Background: an optimization exercise with open tools, aiming at small area, a short achievable clock period and few clock cycles. Do not read the settings as production practice. Only simulation tests tie the RTL to the original design; equivalence was not proved. No activity file was given, so power comes from the tool's default toggle rates.

==> design/flow/design.v <==
package jvl_pkg;
  localparam int MAX_JOINTS_DEF = 8;
  localparam int JOINT_W  = 3;
  localparam int POS_W    = 32;
  localparam int VEL_W    = 20;
  localparam int DT_W     = 20;
  localparam int DELTA_W  = 21;
  localparam int COUNT_W  = 4;
  localparam int CFG_DATA_W = 20;
  localparam int CFG_IDX_W  = 1;
  localparam logic [CFG_IDX_W-1:0] CFG_NUM_JOINTS   = 1'd0;
  localparam logic [CFG_IDX_W-1:0] CFG_DEFAULT_STEP = 1'd1;
  localparam logic [COUNT_W-1:0] NUM_JOINTS_RST   = 4'd1;
  localparam logic [DT_W-1:0]    DEFAULT_STEP_RST = 20'd1049;
  localparam logic REQ_UPDATE = 1'b0;
  localparam logic REQ_SYNC   = 1'b1;
  localparam int VEL_MAX    = 393216;
  localparam int MARGIN     = 3277;
  localparam int ACCEL_NUM  = 30;
  localparam int ACCEL_SHIFT = 4;
  localparam int TIME_SHIFT = 20;
  localparam int IN_TDATA_W  = 160;
  localparam int OUT_TDATA_W = 56;
  typedef struct packed {
    logic signed [POS_W-1:0] lo;
    logic signed [POS_W-1:0] hi;
    logic                    lo_en;
    logic                    hi_en;
  } limit_t;
  typedef struct packed {
    logic [6:0]              pad;
    logic [DT_W-1:0]         step_time;
    logic                    upper_enabled;
    logic                    lower_enabled;
    logic signed [POS_W-1:0] upper_limit;
    logic signed [POS_W-1:0] lower_limit;
    logic signed [POS_W-1:0] measured_position;
    logic signed [POS_W-1:0] vel_cmd;
    logic [JOINT_W-1:0]      joint_index;
  } in_item_t;
  typedef struct packed {
    logic                    pad;
    logic signed [VEL_W-1:0] velocity_out;
    logic signed [POS_W-1:0] target_position;
    logic [JOINT_W-1:0]      joint_out;
  } out_item_t;
endpackage
module jvl_limit (
  input  logic signed [jvl_pkg::POS_W-1:0]   cmd,
  input  logic signed [jvl_pkg::VEL_W-1:0]   last,
  input  logic        [jvl_pkg::DELTA_W-1:0] delta,
  input  logic signed [jvl_pkg::POS_W-1:0]   pos,
  input  jvl_pkg::limit_t                    lim,
  output logic signed [jvl_pkg::VEL_W-1:0]   vel
);
  localparam int WW = jvl_pkg::POS_W + 1;
  localparam logic signed [WW-1:0] VmaxW   = WW'(jvl_pkg::VEL_MAX);
  localparam logic signed [WW-1:0] VminW   = -VmaxW;
  localparam logic signed [WW-1:0] MarginW = WW'(jvl_pkg::MARGIN);
  logic signed [WW-1:0] last_x, delta_x, cmd_x, pos_x, lo_x, hi_x;
  logic signed [WW-1:0] bound_lo, bound_hi, v_a, v_b, v_c, lo_m, hi_m;
  logic signed [jvl_pkg::VEL_W-1:0] v_sat;
  logic near_lo, near_hi;
  always_comb begin
    last_x  = {{(WW-jvl_pkg::VEL_W){last[jvl_pkg::VEL_W-1]}}, last};
    delta_x = {{(WW-jvl_pkg::DELTA_W){1'b0}}, delta};
    cmd_x   = {cmd[jvl_pkg::POS_W-1], cmd};
    pos_x   = {pos[jvl_pkg::POS_W-1], pos};
    lo_x    = {lim.lo[jvl_pkg::POS_W-1], lim.lo};
    hi_x    = {lim.hi[jvl_pkg::POS_W-1], lim.hi};
    bound_lo = last_x - delta_x;
    bound_hi = last_x + delta_x;
    v_a = (cmd_x < bound_lo) ? bound_lo : cmd_x;
    v_b = (v_a > bound_hi) ? bound_hi : v_a;
    v_c = (v_b > VmaxW) ? VmaxW : ((v_b < VminW) ? VminW : v_b);
    v_sat = v_c[jvl_pkg::VEL_W-1:0];
    lo_m = lo_x + MarginW;
    hi_m = hi_x - MarginW;
    near_lo = lim.lo_en && (pos_x <= lo_m) && v_sat[jvl_pkg::VEL_W-1];
    near_hi = lim.hi_en && (pos_x >= hi_m) && !v_sat[jvl_pkg::VEL_W-1] && (v_sat != '0);
    vel = (near_lo || near_hi) ? '0 : v_sat;
  end
endmodule
module jvl_integrate (
  input  logic signed [jvl_pkg::VEL_W-1:0] vel,
  input  logic        [jvl_pkg::DT_W-1:0]  dt,
  input  logic signed [jvl_pkg::POS_W-1:0] target,
  input  jvl_pkg::limit_t                  lim,
  output logic signed [jvl_pkg::POS_W-1:0] target_next
);
  localparam int PW = jvl_pkg::VEL_W + jvl_pkg::DT_W + 1;
  localparam int SW = jvl_pkg::POS_W + 1;
  localparam int STEP_W = PW - jvl_pkg::TIME_SHIFT;
  localparam logic signed [PW-1:0] HalfW = PW'(1) <<< (jvl_pkg::TIME_SHIFT - 1);
  logic signed [PW-1:0] prod, rounded, shifted;
  logic signed [STEP_W-1:0] step;
  logic signed [SW-1:0] sum;
  logic signed [jvl_pkg::POS_W-1:0] t_sat, t_lo;
  always_comb begin
    prod    = vel * $signed({1'b0, dt});
    rounded = prod + HalfW;
    shifted = rounded >>> jvl_pkg::TIME_SHIFT;
    step    = shifted[STEP_W-1:0];
    sum = {target[jvl_pkg::POS_W-1], target} + {{(SW-STEP_W){step[STEP_W-1]}}, step};
    if (sum[SW-1] != sum[SW-2]) begin
      t_sat = sum[SW-1] ? {1'b1, {(jvl_pkg::POS_W-1){1'b0}}}
                        : {1'b0, {(jvl_pkg::POS_W-1){1'b1}}};
    end else begin
      t_sat = sum[jvl_pkg::POS_W-1:0];
    end
    t_lo = (lim.lo_en && (t_sat < lim.lo)) ? lim.lo : t_sat;
    target_next = (lim.hi_en && (t_lo > lim.hi)) ? lim.hi : t_lo;
  end
endmodule
module joint_velocity_limiter_integrator #(
  parameter int MAX_JOINTS = jvl_pkg::MAX_JOINTS_DEF
) (
  input  logic clk,
  input  logic rst,
  input  logic                                s_axis_tvalid,
  output logic                                s_axis_tready,
  input  logic [jvl_pkg::IN_TDATA_W-1:0]      s_axis_tdata,
  input  logic                                s_axis_tuser,
  output logic                                m_axis_tvalid,
  input  logic                                m_axis_tready,
  output logic [jvl_pkg::OUT_TDATA_W-1:0]     m_axis_tdata,
  input  logic                                cfg_we,
  input  logic [jvl_pkg::CFG_IDX_W-1:0]       cfg_index,
  input  logic [jvl_pkg::CFG_DATA_W-1:0]      cfg_data
);
  localparam int IDX_W = (MAX_JOINTS > 1) ? $clog2(MAX_JOINTS) : 1;
  localparam int PW = jvl_pkg::POS_W;
  localparam int VW = jvl_pkg::VEL_W;
  localparam int ACC_W = jvl_pkg::DT_W + 5;
  logic [jvl_pkg::COUNT_W-1:0] num_joints;
  logic [jvl_pkg::DT_W-1:0]    default_step;
  logic count_wr;
  assign count_wr = cfg_we && (cfg_index == jvl_pkg::CFG_NUM_JOINTS);
  always_ff @(posedge clk) begin
    if (rst) begin
      num_joints   <= jvl_pkg::NUM_JOINTS_RST;
      default_step <= jvl_pkg::DEFAULT_STEP_RST;
    end else if (cfg_we) begin
      case (cfg_index)
        jvl_pkg::CFG_NUM_JOINTS:   num_joints   <= cfg_data[jvl_pkg::COUNT_W-1:0];
        jvl_pkg::CFG_DEFAULT_STEP: default_step <= cfg_data;
        default: ;
      endcase
    end
  end
  jvl_pkg::in_item_t in_item;
  logic [jvl_pkg::DT_W-1:0]    dt_in;
  logic [ACC_W-1:0]            accel_prod;
  logic [7:0]                  count_x, count_eff;
  logic                        in_act;
  always_comb begin
    in_item = jvl_pkg::in_item_t'(s_axis_tdata);
    dt_in = (in_item.step_time != '0) ? in_item.step_time : default_step;
    if (dt_in == '0) begin
      dt_in = jvl_pkg::DT_W'(1);
    end
    accel_prod = ACC_W'(dt_in) * ACC_W'(jvl_pkg::ACCEL_NUM);
    count_x   = 8'(num_joints);
    count_eff = (count_x > 8'(MAX_JOINTS)) ? 8'(MAX_JOINTS) : count_x;
    in_act    = 8'(in_item.joint_index) < count_eff;
  end
  logic                         s1_valid, s1_act, s1_sync, s1_go, s1_result;
  logic [jvl_pkg::JOINT_W-1:0]  s1_joint;
  logic signed [PW-1:0]         s1_cmd, s1_pos;
  jvl_pkg::limit_t              s1_lim;
  logic [jvl_pkg::DT_W-1:0]     s1_dt;
  logic [jvl_pkg::DELTA_W-1:0]  s1_delta;
  logic                         in_xfer;
  assign in_xfer       = s_axis_tvalid && s_axis_tready;
  assign s1_result     = s1_act && !s1_sync;
  assign s1_go         = s1_valid && (!s1_result || !m_axis_tvalid || m_axis_tready);
  assign s_axis_tready = !s1_valid || s1_go;
  always_ff @(posedge clk) begin
    if (rst) begin
      s1_valid <= 1'b0;
    end else if (in_xfer) begin
      s1_valid <= 1'b1;
    end else if (s1_go) begin
      s1_valid <= 1'b0;
    end
  end
  always_ff @(posedge clk) begin
    if (in_xfer) begin
      s1_act     <= in_act;
      s1_sync    <= (s_axis_tuser == jvl_pkg::REQ_SYNC);
      s1_joint   <= in_item.joint_index;
      s1_cmd     <= in_item.vel_cmd;
      s1_pos     <= in_item.measured_position;
      s1_lim.lo  <= in_item.lower_limit;
      s1_lim.hi  <= in_item.upper_limit;
      s1_lim.lo_en <= in_item.lower_enabled;
      s1_lim.hi_en <= in_item.upper_enabled;
      s1_dt      <= dt_in;
      s1_delta   <= accel_prod[jvl_pkg::ACCEL_SHIFT +: jvl_pkg::DELTA_W];
    end
  end
  logic signed [VW-1:0] vel_store [MAX_JOINTS];
  logic signed [PW-1:0] tgt_store [MAX_JOINTS];
  logic [MAX_JOINTS-1:0] vel_valid, tgt_valid;
  logic [jvl_pkg::JOINT_W+IDX_W-1:0] joint_x;
  logic [IDX_W-1:0] addr;
  logic signed [VW-1:0] last_vel, vel_new;
  logic signed [PW-1:0] last_tgt, tgt_new;
  logic upd_we, sync_we;
  assign joint_x  = {{IDX_W{1'b0}}, s1_joint};
  assign addr     = joint_x[IDX_W-1:0];
  assign last_vel = vel_valid[addr] ? vel_store[addr] : '0;
  assign last_tgt = tgt_valid[addr] ? tgt_store[addr] : '0;
  assign upd_we   = s1_go && s1_result;
  assign sync_we  = s1_go && s1_act && s1_sync;
  jvl_limit u_limit (
    .cmd   (s1_cmd),
    .last  (last_vel),
    .delta (s1_delta),
    .pos   (s1_pos),
    .lim   (s1_lim),
    .vel   (vel_new)
  );
  jvl_integrate u_integrate (
    .vel         (vel_new),
    .dt          (s1_dt),
    .target      (last_tgt),
    .lim         (s1_lim),
    .target_next (tgt_new)
  );
  always_ff @(posedge clk) begin
    if (upd_we) begin
      vel_store[addr] <= vel_new;
      tgt_store[addr] <= tgt_new;
    end else if (sync_we) begin
      tgt_store[addr] <= s1_pos;
    end
  end
  always_ff @(posedge clk) begin
    if (rst || count_wr) begin
      vel_valid <= '0;
      tgt_valid <= '0;
    end else begin
      if (upd_we) begin
        vel_valid[addr] <= 1'b1;
      end
      if (upd_we || sync_we) begin
        tgt_valid[addr] <= 1'b1;
      end
    end
  end
  jvl_pkg::out_item_t out_item;
  always_ff @(posedge clk) begin
    if (rst) begin
      m_axis_tvalid <= 1'b0;
    end else if (upd_we) begin
      m_axis_tvalid <= 1'b1;
    end else if (m_axis_tready) begin
      m_axis_tvalid <= 1'b0;
    end
  end
  always_ff @(posedge clk) begin
    if (upd_we) begin
      out_item.pad             <= 1'b0;
      out_item.joint_out       <= s1_joint;
      out_item.target_position <= tgt_new;
      out_item.velocity_out    <= vel_new;
    end
  end
  assign m_axis_tdata = out_item;
endmodule
==> design/flow/run.sh <==
#!/bin/bash
# synth_recipe.tcl (not shown) runs the flow's synth.tcl, then flattens the netlist and writes it again
# the make line also repeats each setting of config.mk as NAME=value (left out here)
make -C /OpenROAD-flow-scripts/flow DESIGN_CONFIG=/design/flow/config.mk WORK_HOME=/design/flow/orfs CLKGATE_MAP_FILE= SYNTH_SCRIPT=/design/flow/synth_recipe.tcl finish
==> design/flow/config.mk <==
export PLATFORM = sky130hd
export DESIGN_NAME = joint_velocity_limiter_integrator
export DESIGN_NICKNAME = joint_velocity_limiter_integrator
export VERILOG_FILES = /design/flow/design.v
export SDC_FILE = /design/flow/constraint.sdc
export NUM_CORES = 4
export LEC_CHECK = 0
export CAP_MARGIN = 20
export CORE_MARGIN = 2
export CORE_UTILIZATION = 40
export SLEW_MARGIN = 20
==> design/flow/constraint.sdc <==
create_clock -name core_clock -period 24.0 [get_ports {clk}]
set_input_delay 4.8000 -clock core_clock [delete_from_list [all_inputs] [get_ports {clk}]]
set_output_delay 4.8000 -clock core_clock [all_outputs]
set_load 0.01 [all_outputs]
==> metrics.md <==
| Metric | Value |
|---|---|
| Count leader, synth | edfxtp_1 |
| Leakage power | 28.51 nW |
| Hold WS | 0.4522 ns |
| Dominant cell type by area after synthesis | edfxtp_1 |
| Post-route antenna net violation count | 0 |
| PnR worst setup slack | 0.7717 ns |
| Syn Nets | 5,860 |
| Via/cell ratio | 5.409 |
| Synth cell count leaders | edfxtp_1 (647), inv_1 (619), ha_1 (484) |
| Fin cells | 7,408 |
| Core outline area | 0.1336 mm^2 |
| CP arrival | 23.65 ns |
| Worst-path maximum fanout | 12 |
| DIE WIDTH | 371.2 um |
| Maximum VDD drop | 0.08135 mV |
| WS Path Type | flip-flop to flip-flop |
| Yosys cell types | 103 |
| I/O pins | 245 |
| Global-route wire length before repair | 232,300 um |
| Setup WS pre-CTS | -0.8189 ns |
| Synth top area share | 36.03% |
| Die Span Y | 371.2 um |
| Total length of routed wires | 151,300 um |
| Drt initial violations | 2,665 |
| Fin area | 0.06701 mm^2 |
| Yosys reg bits | 692 |
| Clk slew on worst S/H paths | 0.06 ns |
| Total vias in the final route | 40,068 |
| Worst-margin pin slew | 1.183 ns |
| Filler instances | 11,825 |
| Combinational share of power | 59.9% |
| Dpl cells | 7,212 |
| Synthesized area | 0.05393 mm^2 |
| Die area | 0.1378 mm^2 |
| Grt ovf | 0 |
| Initial antenna violation count | 1 |
| Total Neg Setup Slack | 0 ns |
| WP data required | 24.42 ns |
| Hold bufs inserted after CTS | 0 |
| CP endpoint kind | flip-flop |
| Final setup viols | 0 |
| Drt first pass iters | 6 |
| Max clock buf depth | 3 |
| Sequential share of the synthesized area | 37.70% |
| Area growth syn-to-layout | 24.26% |
| Final period utilization | 96.78% |
| Largest stage delay, worst path | 0.59 ns |
| IO Port Bufs | 236 |
| Slowest-stage cell, CP | fa_1 |
| Pin count of the biggest net entering global routing | 107 |
| Average wire per standard cell | 20.43 um |
| Clock network power share | 17.0% |
| Relative slew slack | 21.13% |
| Most used DFF post-synth | edfxtp_1 |
| Overall routing resource usage | 21.81% |
| TritonCTS Buffers | 77 |
| # H-tree levels | 3 |
| Number of synthesis warnings | 3 |
| Worst skew pair latency | 0.69 ns |
| Number of flops mapped to enable cells by yosys | 647 |
| Nets@finish | 6,605 |
| Synth area leaders | edfxtp_1 (36%), fa_1 (13%), ha_1 (11%), mux4_2 (4.4%), inv_1 (4.3%) |
| Root buf cell | clkbuf_16 |
| Share of layout cells above drive strength 1 | 22.41% |
| P_sw | 2.767 mW |
| PD cells | 103.0 mW/mm^2 |
| Dpl hpwl | 112,600 um |
| Internal power | 4.137 mW |
| Mapped Cells | 4,830 |
| Placement row count | 134 |
| Net Sw Frac | 40.08% |
| Critical Path Start Type | flip-flop |
| Syn_area_per_cell | 11.16 um^2 |
| Placer congestion estimate | 0.9231 |
| Vias in the first global route | 40,968 |
| Ys async rst share | 0% |
| Placed instance area | 0.06267 mm^2 |
| Clk sinks | 692 |
| Minimum clock period | 23.23 ns |
| Max Cap Violations | 0 |
| Post-route DRC | 0 |
| Worst-case clock skew | 0.04164 ns |
| Max Fclk | 43.05 MHz |
| Initial Util | 40.36% |
| Hold Fails Final Rpt | 0 |
| Reg2reg setup slack | 0.77 ns |
| CP most frequent cell | buf_4 |
| Max Slew Vio Count | 0 |
| Worst hold-check path type | flip-flop to flip-flop |
| Status | timing/DRC/antenna clean |
| Flop pwr share | 23.1% |
| TritonCTS clock tree | yes |
-- area by class of cell --
cell class / instances / area [um^2] / share of cell area (%)
antenna: 3 / 7.507 / 0.01120
timing repair buffer: 932 / 8250 / 12.31
multi-input combinational: 3251 / 31350 / 46.79
clock buffer: 93 / 2008 / 2.997
tap: 1768 / 2212 / 3.301
inverter: 621 / 2342 / 3.495
clock inverter: 48 / 495.5 / 0.7394
sequential: 692 / 20340 / 30.36
-- logic make-up after synthesis --
group	Yosys count	synth area share, %
AO/OA/AOI/OAI	693	8.706
XOR/XNOR	155	2.517
adder cells (fa/ha/maj)	849	24.67
buffers and inverters	887	6.557
flip-flops	692	37.70
multiplexers	215	6.569
other	1	0.006954
AND/OR/NAND/NOR	1338	13.28
-- worst paths after layout --
check                    from  cells after the start                to
min          default_step[15]                      2  default_step[15]
max reg2reg       s1_joint[1]                    107  tgt_store[5][23]
max               s1_joint[1]                    107  tgt_store[5][23]
min reg2reg  default_step[15]                      2  default_step[15]
-- power by group through the flow --
| stage | combinational [mW] | sequential [mW] | clock [mW] |
|---|---|---|---|
| after CTS | 3.92 | 1.60 | 1.20 |
| after floorplan | 2.19 | 1.60 | 0 |
| after detailed placement | 3.83 | 1.62 | 0 |
| after global placement | 3.76 | 1.62 | 0 |
| final | 4.13 | 1.60 | 1.17 |
| after global routing | 4.56 | 1.60 | 1.24 |
-- layer usage --
layer  share of wire (%)  GRT usage [%]  up-vias
li1                    -              -    18801
met1                  43          28.33    19890
met2                  49          37.57     1139
met3                 5.2          3.020      238
met4                 3.1          6.922        0
met5                   0              0        -
-- metrics by stage --
stage | power (mW) | utilization, %
floorplan | 3.791 | -
detailed placement | 5.447 | 46.90
global route | 7.403 | 50.14
finish | 6.904 | 50.15
CTS | 6.713 | 49.09
global placement | 5.383 | 46.90
-- registers in the layout (all words and copies together), names as in the netlist, named ones only --
signal / cells
default_step: 20
m_axis_tvalid: 1
num_joints: 4
out_item: 55
s1_act: 1
s1_cmd: 32
s1_delta: 21
s1_dt: 20
s1_joint: 3
s1_lim: 66
s1_pos: 32
s1_sync: 1
s1_valid: 1
tgt_store: 256
tgt_valid: 8
vel_store: 160
vel_valid: 8
-- layout by cell type (no fill, tap or decap), types with 22 or more instances in the layout --
cell and n:
dfxtp_1 42, nor3_1 113, mux2i_1 73, clkdlybuf4s50_1 236
nor2b_1 32, mux4_2 106, nand2_1 294, clkbuf_16 85
ha_1 458, and4_1 27, xnor2_1 122, a21o_1 110
nand4_1 255, or3_1 33, mux2_2 22, nor4_1 29
buf_12 28, and3_1 28, edfxtp_1 647, xor2_1 25
o21ai_0 86, a21oi_2 24, nor2_1 233, o21ai_1 24
nor3_2 98, buf_4 635, fa_1 357, nand3_1 71
a21oi_1 167, o21a_1 48, inv_1 616, nand2b_1 29
-- critical path, delay by kind of cell, from the launching register on --
family          cells  cell delay (ns)
simple gates       25             4.00
fa+ha+maj          14             5.18
flops               1             0.45
xor+xnor            2             0.48
compound gates     39             8.11
mux                 4             1.55
buf+inv            23             3.13
-- what timing repair did --
item,in CTS,in global routing
gates resized for setup,49,212
setup buffers,14,32
hold endpoints to repair,0,0
setup endpoints to repair,288,288
cloned,2,7
pin swaps,20,106
Testbench counts, summed over its fixed seeds: cycles 32,080.

afterwards: timing with drivers on the ports:
In the flow no input, the clock included, has a driving cell. The finished layout below was timed again as built, in two steps.
Step 1 sets driving cells, clkbuf_16 on the clock port and buf_2 on the other inputs (assumed; they add their load-dependent delay and slew).
Step 2, shift: input delay + t, output delay - t, t = (earliest + latest rising clock arrival at the registers) / 2. This alone moves slack from input paths to output paths.
Slacks: ideal / step 1 / step 2; pairs: ideal / step 1.
t, ns: 0.747
setup slack, ns: 0.772 / 0.772 / 0.772
latest minus earliest clock arrival (ns): 0.042 / 0.042
After both steps this run still meets setup and hold. For this run, drivers alone change the setup slack by 0.000 ns; drivers and shift together by 0.000 ns.
